This design comes from an exercise in tuning for small area and a short achievable clock period on the open sky130 flow, not from production work.
The RTL was checked by simulation tests, not by an equivalence proof against the original design.

==> flow/design.v <==
package ram_pkg;
  typedef enum logic {
    IDLE,
    CLEAR
  } state_t;
  localparam int RDW_READ_FIRST  = 0;
  localparam int RDW_WRITE_FIRST = 1;
endpackage
module ram_clear_fsm #(
  parameter int addrWidth    = 8,
  parameter int clearOnReset = 1
) (
  input  logic clk,
  input  logic reset,
  output logic busyInt,
  output logic busy
);
  logic                 busy_q, busyOut_q;
  logic [addrWidth-1:0] cnt_q;
  always_ff @(posedge clk) begin
    if (reset) begin
      busy_q    <= (clearOnReset != 0);
      busyOut_q <= (clearOnReset != 0);
      cnt_q     <= '0;
    end else begin
      if (busy_q) begin
        cnt_q <= cnt_q + 1'b1;
        if (&cnt_q) begin
          busy_q <= 1'b0;
        end
      end
      if (busyOut_q && (&cnt_q)) begin
        busyOut_q <= 1'b0;
      end
    end
  end
  assign busyInt = busy_q;
  assign busy    = busyOut_q;
endmodule
module ram_dp_be #(
  parameter int    dataWidth    = 16,
  parameter int    addrWidth    = 8,
  parameter int    byteWidth    = 8,
  parameter int    rdwMode      = 0,
  parameter int    outReg       = 1,
  parameter int    clearOnReset = 1,
  parameter        filename     = "data.txt"
) (
  input  logic                           clk,
  input  logic                           reset,
  input  logic                           write,
  input  logic [addrWidth-1:0]           writeAddress,
  input  logic [dataWidth/byteWidth-1:0] byteEnable,
  input  logic [dataWidth-1:0]           in,
  input  logic                           read,
  input  logic [addrWidth-1:0]           readAddress,
  output logic [dataWidth-1:0]           out,
  output logic                           outValid,
  output logic                           busy
);
  localparam int Lanes = dataWidth / byteWidth;
  localparam int Depth = 1 << addrWidth;
  localparam int QW    = 3;                     
  localparam int NQ    = 1 << QW;
  localparam int SW    = addrWidth - QW;        
  localparam int NS    = 1 << SW;
  logic busyInt;
  ram_clear_fsm #(
    .addrWidth    (addrWidth),
    .clearOnReset (clearOnReset)
  ) u_clr (
    .clk     (clk),
    .reset   (reset),
    .busyInt (busyInt),
    .busy    (busy)
  );
  logic wrReq, rdAcc;
  assign wrReq = write & ~reset;    
  assign rdAcc = read & ~busyInt & ~reset;
  logic clr_q;    
  always_ff @(posedge clk) begin
    clr_q <= reset;
  end
  logic [Depth-1:0]       wsel;
  logic [Depth*Lanes-1:0] keep;
  logic [dataWidth-1:0]   wdat;
  ram_wr_dec #(
    .dataWidth (dataWidth),
    .addrWidth (addrWidth),
    .byteWidth (byteWidth)
  ) u_wdec (
    .wrReq        (wrReq),
    .busy         (busyInt),
    .clear        (clr_q),
    .writeAddress (writeAddress),
    .byteEnable   (byteEnable),
    .in           (in),
    .wsel         (wsel),
    .keep         (keep),
    .wdat         (wdat)
  );
  logic [dataWidth-1:0] mem [Depth];
  for (genvar w = 0; w < Depth; w++) begin : g_word
    for (genvar l = 0; l < Lanes; l++) begin : g_lane
      always_ff @(posedge clk) begin
        mem[w][l*byteWidth +: byteWidth] <=
          (mem[w][l*byteWidth +: byteWidth] & {byteWidth{keep[w*Lanes + l]}}) |
          (wdat[l*byteWidth +: byteWidth] & {byteWidth{wsel[w]}});
      end
    end
  end
  logic [NS-1:0] rsel;
  ram_rd_dec #(.selWidth (SW)) u_rdec (
    .addr (readAddress[SW-1:0]),
    .sel  (rsel)
  );
  logic [dataWidth-1:0] part_q [NQ];    
  logic [NQ-1:0]        rq_q;           
  logic                 rv_q;
  for (genvar q = 0; q < NQ; q++) begin : g_q
    for (genvar c = 0; c < dataWidth; c++) begin : g_c
      logic [NS-1:0] t;
      for (genvar j = 0; j < NS; j++) begin : g_t
        assign t[j] = mem[q*NS + j][c] & rsel[j];
      end
      always_ff @(posedge clk) begin
        part_q[q][c] <= |t;
      end
    end
  end
  always_ff @(posedge clk) begin
    for (int q = 0; q < NQ; q++) begin
      rq_q[q] <= rdAcc & (readAddress[addrWidth-1:SW] == QW'(q));
    end
    rv_q <= rdAcc;
  end
  logic [dataWidth-1:0] rdWord;
  always_comb begin
    rdWord = '0;
    for (int q = 0; q < NQ; q++) begin
      rdWord = rdWord | (part_q[q] & {dataWidth{rq_q[q]}});
    end
  end
  logic [dataWidth-1:0] out_q;
  logic                 ov_q;
  always_ff @(posedge clk) begin
    if (reset) begin
      out_q <= '0;
      ov_q  <= 1'b0;
    end else begin
      out_q <= rdWord | (out_q & {dataWidth{~rv_q}});
      ov_q  <= rv_q;
    end
  end
  assign out      = out_q;
  assign outValid = ov_q;
endmodule
module ram_wr_dec #(
  parameter int dataWidth = 16,
  parameter int addrWidth = 8,
  parameter int byteWidth = 8
) (
  input  logic                                         wrReq,
  input  logic                                         busy,
  input  logic                                         clear,
  input  logic [addrWidth-1:0]                         writeAddress,
  input  logic [dataWidth/byteWidth-1:0]               byteEnable,
  input  logic [dataWidth-1:0]                         in,
  output logic [(1<<addrWidth)-1:0]                    wsel,
  output logic [(1<<addrWidth)*(dataWidth/byteWidth)-1:0] keep,
  output logic [dataWidth-1:0]                         wdat
);
  localparam int Lanes = dataWidth / byteWidth;
  localparam int Depth = 1 << addrWidth;
  localparam int LoW   = addrWidth / 2;
  localparam int HiW   = addrWidth - LoW;
  logic [(1<<HiW)-1:0] hiDec, hiSel;
  logic [(1<<LoW)-1:0] loSel;
  ram_wr_pre #(.addrWidth (addrWidth)) u_pre (
    .wrReq        (wrReq),
    .writeAddress (writeAddress),
    .hiSel        (hiDec),
    .loSel        (loSel)
  );
  assign hiSel = hiDec & {(1<<HiW){~busy}};
  for (genvar l = 0; l < Lanes; l++) begin : g_lane
    assign wdat[l*byteWidth +: byteWidth] =
      in[l*byteWidth +: byteWidth] & {byteWidth{byteEnable[l]}};
  end
  for (genvar w = 0; w < Depth; w++) begin : g_word
    assign wsel[w] = hiSel[w >> LoW] & loSel[w % (1 << LoW)];
    for (genvar l = 0; l < Lanes; l++) begin : g_keep
      assign keep[w*Lanes + l] = ~(wsel[w] & byteEnable[l]) & ~clear;
    end
  end
endmodule
module ram_wr_pre #(
  parameter int addrWidth = 8
) (
  input  logic                                wrReq,
  input  logic [addrWidth-1:0]                writeAddress,
  output logic [(1<<(addrWidth-addrWidth/2))-1:0] hiSel,
  output logic [(1<<(addrWidth/2))-1:0]       loSel
);
  localparam int LoW = addrWidth / 2;
  localparam int HiW = addrWidth - LoW;
  for (genvar h = 0; h < (1 << HiW); h++) begin : g_hi
    assign hiSel[h] = wrReq & (writeAddress[addrWidth-1:LoW] == HiW'(h));
  end
  for (genvar i = 0; i < (1 << LoW); i++) begin : g_lo
    assign loSel[i] = (writeAddress[LoW-1:0] == LoW'(i));
  end
endmodule
module ram_rd_dec #(
  parameter int selWidth = 4
) (
  input  logic [selWidth-1:0]      addr,
  output logic [(1<<selWidth)-1:0] sel
);
  for (genvar j = 0; j < (1 << selWidth); j++) begin : g_sel
    assign sel[j] = (addr == selWidth'(j));
  end
endmodule
export LEC_CHECK = 0
export CAP_MARGIN = 20
export CORE_MARGIN = 2
export CORE_UTILIZATION = 62
export CTS_CLUSTER_DIAMETER = 100
export CTS_CLUSTER_SIZE = 25
export SETUP_SLACK_MARGIN = 1.75
export SLEW_MARGIN = 20
export SYNTH_HIERARCHICAL = 1
create_clock -name core_clock -period 4.0 [get_ports {clk}]
standard.sh (not shown) runs the stock make flow with config.mk's settings and CLKGATE_MAP_FILE= SYNTH_SCRIPT=/design/flow/synth_recipe.tcl, a recipe that flattens the netlist after the stock synthesis.
==> flow/flow/run.sh <==
#!/bin/bash
# Layout flow: the standard flow (standard.sh, unchanged synthesis and
# steps), except that the port buffers inserted before placement are plain
# sky130_fd_sc_hd__buf_4 cells instead of the delay cells buffer_ports picks
# by default. Every input and output port still gets its own buffer.
# make's full output goes to flow_make.log in the work folder; each ORFS
# step also keeps its own log under orfs/logs/.
set -euo pipefail
cd "$(dirname "${BASH_SOURCE[0]}")/.."
bash standard.sh finish \
  "BUFFER_PORTS_ARGS=-buffer_cell sky130_fd_sc_hd__buf_4" \
  > flow_make.log 2>&1
==> next run, changes <==
CORE_UTILIZATION = 55   (was 62)
After rerunning: Routed wire length goes up by 4.7%. Final area goes up by 0.41%. Global-route usage goes down by 3.4 points.

-- static timing again, ports no longer ideal --
The results above use ideal ports. As a check the final layouts listed here were re-extracted and re-timed, cells and wires unchanged.
Step 1, drivers: a clkbuf_16 drives clk and a buf_2 each remaining input, both assumed.
Step 2 adds t to the input delays and takes it off the output delays; t is the mean of the earliest and latest rising clock arrival at the registers after step 1. Input paths then give back, and output paths get back, about the clock's delay inside the block.
a / b / c = ideal / step 1 / step 2; a / b = the first two.
| run | shift t [ns] | setup WS [ns] | hold slack, ns | worst register clock-pin slew, ns | cell pins on the clock port's net |
|---|---|---|---|---|---|
| the first run | 1.015 | 1.515 / 1.578 / 0.598 | 0.166 / 0.074 / 0.477 | 0.11 / 0.11 | 1 |
| the second run | 1.032 | 1.536 / 1.516 / 0.562 | 0.040 / 0.044 / 0.475 | 0.11 / 0.11 | 1 |
After both steps setup and hold are still met in every run listed. For the second run, which loses most, drivers alone change the setup slack by -0.020 ns; drivers and shift together by -0.974 ns.
